Context: an optimization exercise on an open-source flow, tuned for small area and a short achievable clock period. The choices shown serve that exercise and are no tape-out recipe. Function was checked by simulation only, so behaviour that the tests miss may differ from the original.

Setup of P:
// apb_diag_buffer
module apb_diag_buffer #(
   parameter int DEPTH = 64,
   parameter int CNT_W = $clog2(DEPTH) + 1
) (
   input  logic        pclk,
   input  logic        preset_n,
   input  logic [11:0] paddr,
   input  logic        psel,
   input  logic        penable,
   input  logic        pwrite,
   input  logic [31:0] pwdata,
   input  logic [3:0]  pstrb,
   output logic        pready,
   output logic [31:0] prdata,
   output logic        pslverr,
   input  logic        evt_valid,
   input  logic [31:0] evt_data,
   output logic        irq
);
clock: 5.0 ns
lec_check: 0
cap_margin: 20
core_margin: 2
core_utilization: 60
cts_cluster_diameter: 100
cts_cluster_size: 30
place_density: 0.7
setup_slack_margin: 2.7
slew_margin: 20
standard.sh (not shown) runs the stock make flow with config.mk's settings and CLKGATE_MAP_FILE= SYNTH_SCRIPT=/design/flow/synth_recipe.tcl, a recipe that flattens the netlist after the stock synthesis.
==> flow/flow/run.sh <==
#!/bin/bash
# Layout flow: the standard flow (standard synthesis unchanged), with the
# port buffers inserted as buf_4 instead of the placer's default delay buffer.
set -euo pipefail
bash standard.sh "BUFFER_PORTS_ARGS=-buffer_cell sky130_fd_sc_hd__buf_4" finish > flow_make.log 2>&1
P | stages: all done | timing, DRC, antenna: all pass
Input-level comparison between Q and P:
-- flow/design.v --
<<< P, line 22
   input  logic             clk_i,
   input  logic             we_i,
   input  logic [7:0]       wlo_i,      
   input  logic [7:0]       whi_i,      
   input  logic [31:0]      wdata_i,
   input  logic [DEPTH-1:0] rsel_i,
>>> Q, line 22
   input  logic             clk_i,
   input  logic             we_i,
   input  logic [AW-1:0]    waddr_i,
   input  logic [31:0]      wdata_i,
   input  logic [DEPTH-1:0] rsel_i,
<<< P, line 32
   for (genvar i = 0; i < DEPTH; i++) begin : g_row
      always_ff @(posedge clk_i) begin
         if (we_i && wlo_i[i % 8] && whi_i[i / 8]) begin
            mem_q[i] <= wdata_i;
         end
>>> Q, line 31
   for (genvar i = 0; i < DEPTH; i++) begin : g_row
      always_ff @(posedge clk_i) begin
         if (we_i && (waddr_i == AW'(i))) begin
            mem_q[i] <= wdata_i;
         end
<<< P, line 67
);
   localparam int AW = $clog2(DEPTH);
   logic [7:0]       wlo_q, wlo_d;       
   logic [7:0]       whi_q, whi_d;       
   logic             acc_q, acc_d;       
   logic             popw_d;
   logic [DEPTH-1:0] rsel_q, rsel_d;     
   logic [CNT_W-1:0] count_q, count_d;
>>> Q, line 66
);
   localparam int AW = $clog2(DEPTH);
   logic [AW-1:0]    wr_ptr_q, wr_ptr_d;
   logic [DEPTH-1:0] rsel_q, rsel_d;     
   logic [CNT_W-1:0] count_q, count_d;
<<< P, line 121
         end
      end
      wlo_d = wlo_q;
      whi_d = whi_q;
      if (grow || ovr) begin
         wlo_d = {wlo_q[6:0], wlo_q[7]};
         if (wlo_q[7]) begin
            whi_d = {whi_q[6:0], whi_q[7]};
         end
      end
      rsel_d = rsel_q;
      if (do_pop || ovr) begin
>>> Q, line 117
         end
      end
      wr_ptr_d = wr_ptr_q + AW'(grow || ovr);
      rsel_d = rsel_q;
      if (do_pop || ovr) begin
<<< P, line 140
      drop_d = drop ? drop_inc : drop_q;
      if (clr) begin
         wlo_d    = 8'd1;
         whi_d    = 8'd1;
         rsel_d   = DEPTH'(1);
         count_d  = '0;
>>> Q, line 129
      drop_d = drop ? drop_inc : drop_q;
      if (clr) begin
         wr_ptr_d = '0;
         rsel_d   = DEPTH'(1);
         count_d  = '0;
<<< P, line 147
      end
   end
   assign ram_we = !full || (evt_valid && acc_q);
   assign popw_d = access && !rdy_q;
   assign acc_d  = en_d && (ovwr_d || popw_d);
   assign grow_s     = en_q && evt_valid && !full;
   assign drop_inc_s = en_q && evt_valid && full;
>>> Q, line 135
      end
   end
   assign ram_we = !full || (en_q && evt_valid && (ovwr_q || do_pop));
   assign grow_s     = en_q && evt_valid && !full;
   assign drop_inc_s = en_q && evt_valid && full;
<<< P, line 196
   always_ff @(posedge pclk or negedge preset_n) begin
      if (!preset_n) begin
         wlo_q    <= 8'd1;
         whi_q    <= 8'd1;
         acc_q    <= 1'b0;
         rsel_q   <= DEPTH'(1);
         count_q  <= '0;
>>> Q, line 182
   always_ff @(posedge pclk or negedge preset_n) begin
      if (!preset_n) begin
         wr_ptr_q <= '0;
         rsel_q   <= DEPTH'(1);
         count_q  <= '0;
<<< P, line 209
         wrc_q    <= 1'b0;
      end else begin
         wlo_q    <= wlo_d;
         whi_q    <= whi_d;
         acc_q    <= acc_d;
         rsel_q   <= rsel_d;
         count_q  <= count_d;
>>> Q, line 193
         wrc_q    <= 1'b0;
      end else begin
         wr_ptr_q <= wr_ptr_d;
         rsel_q   <= rsel_d;
         count_q  <= count_d;
<<< P, line 219
         thresh_q <= thresh_d;
         irq_q    <= irq_d;
         popw_q   <= popw_d;
         wrc_q    <= psel && !penable && pwrite && (paddr == OFF_CTRL);
      end
>>> Q, line 201
         thresh_q <= thresh_d;
         irq_q    <= irq_d;
         popw_q   <= access && !rdy_q;
         wrc_q    <= psel && !penable && pwrite && (paddr == OFF_CTRL);
      end
<<< P, line 235
      .clk_i   (pclk),
      .we_i    (ram_we),
      .wlo_i   (wlo_q),
      .whi_i   (whi_q),
      .wdata_i (evt_data),
      .rsel_i  (rsel_q),
>>> Q, line 217
      .clk_i   (pclk),
      .we_i    (ram_we),
      .waddr_i (wr_ptr_q),
      .wdata_i (evt_data),
      .rsel_i  (rsel_q),
### Flow results
- Compared to P, Q was floorplanned on a smaller die.
- Q — critical path's largest stage delay 70 ps lower, P as reference
- Between Q and P, the clock-pin slew reported for the worst setup and hold paths after clock tree synthesis does not differ in any meaningful way.
- Q: sequential cell count 0.49% below P
- Going from P to Q, count of flip-flops with a built-in enable after synthesis essentially unchanged; post-synthesis mux area share essentially unchanged; maximum frequency decreased 4.0 MHz.

## port drivers added, routing unchanged
The results above use ideal ports. As a check the final layouts listed here were re-extracted and re-timed, cells and wires unchanged. Step 1 (the two cells are an assumption about what drives the block):
set clk [get_ports {pclk}]
set_driving_cell -lib_cell sky130_fd_sc_hd__clkbuf_16 $clk
set_driving_cell -lib_cell sky130_fd_sc_hd__buf_2 [delete_from_list [all_inputs] $clk]
Step 2 also shifts input and output timing later by t, the mid clock arrival at the registers, as if the neighbouring blocks saw the same clock. a / b / c = ideal / step 1 / step 2; a / b = the first two.
| run | t (ns) | setup slack, ns | cell pins on the clock port's net |
|---|---|---|---|
| P | 0.788 | 2.576 / 2.557 / 1.956 | 1 |
| Q | 0.827 | 2.553 / 2.518 / 1.974 | 1 |
After both steps every run listed still meets setup and hold. For P, which loses most, drivers alone change the setup slack by -0.019 ns; drivers and shift together by -0.620 ns.
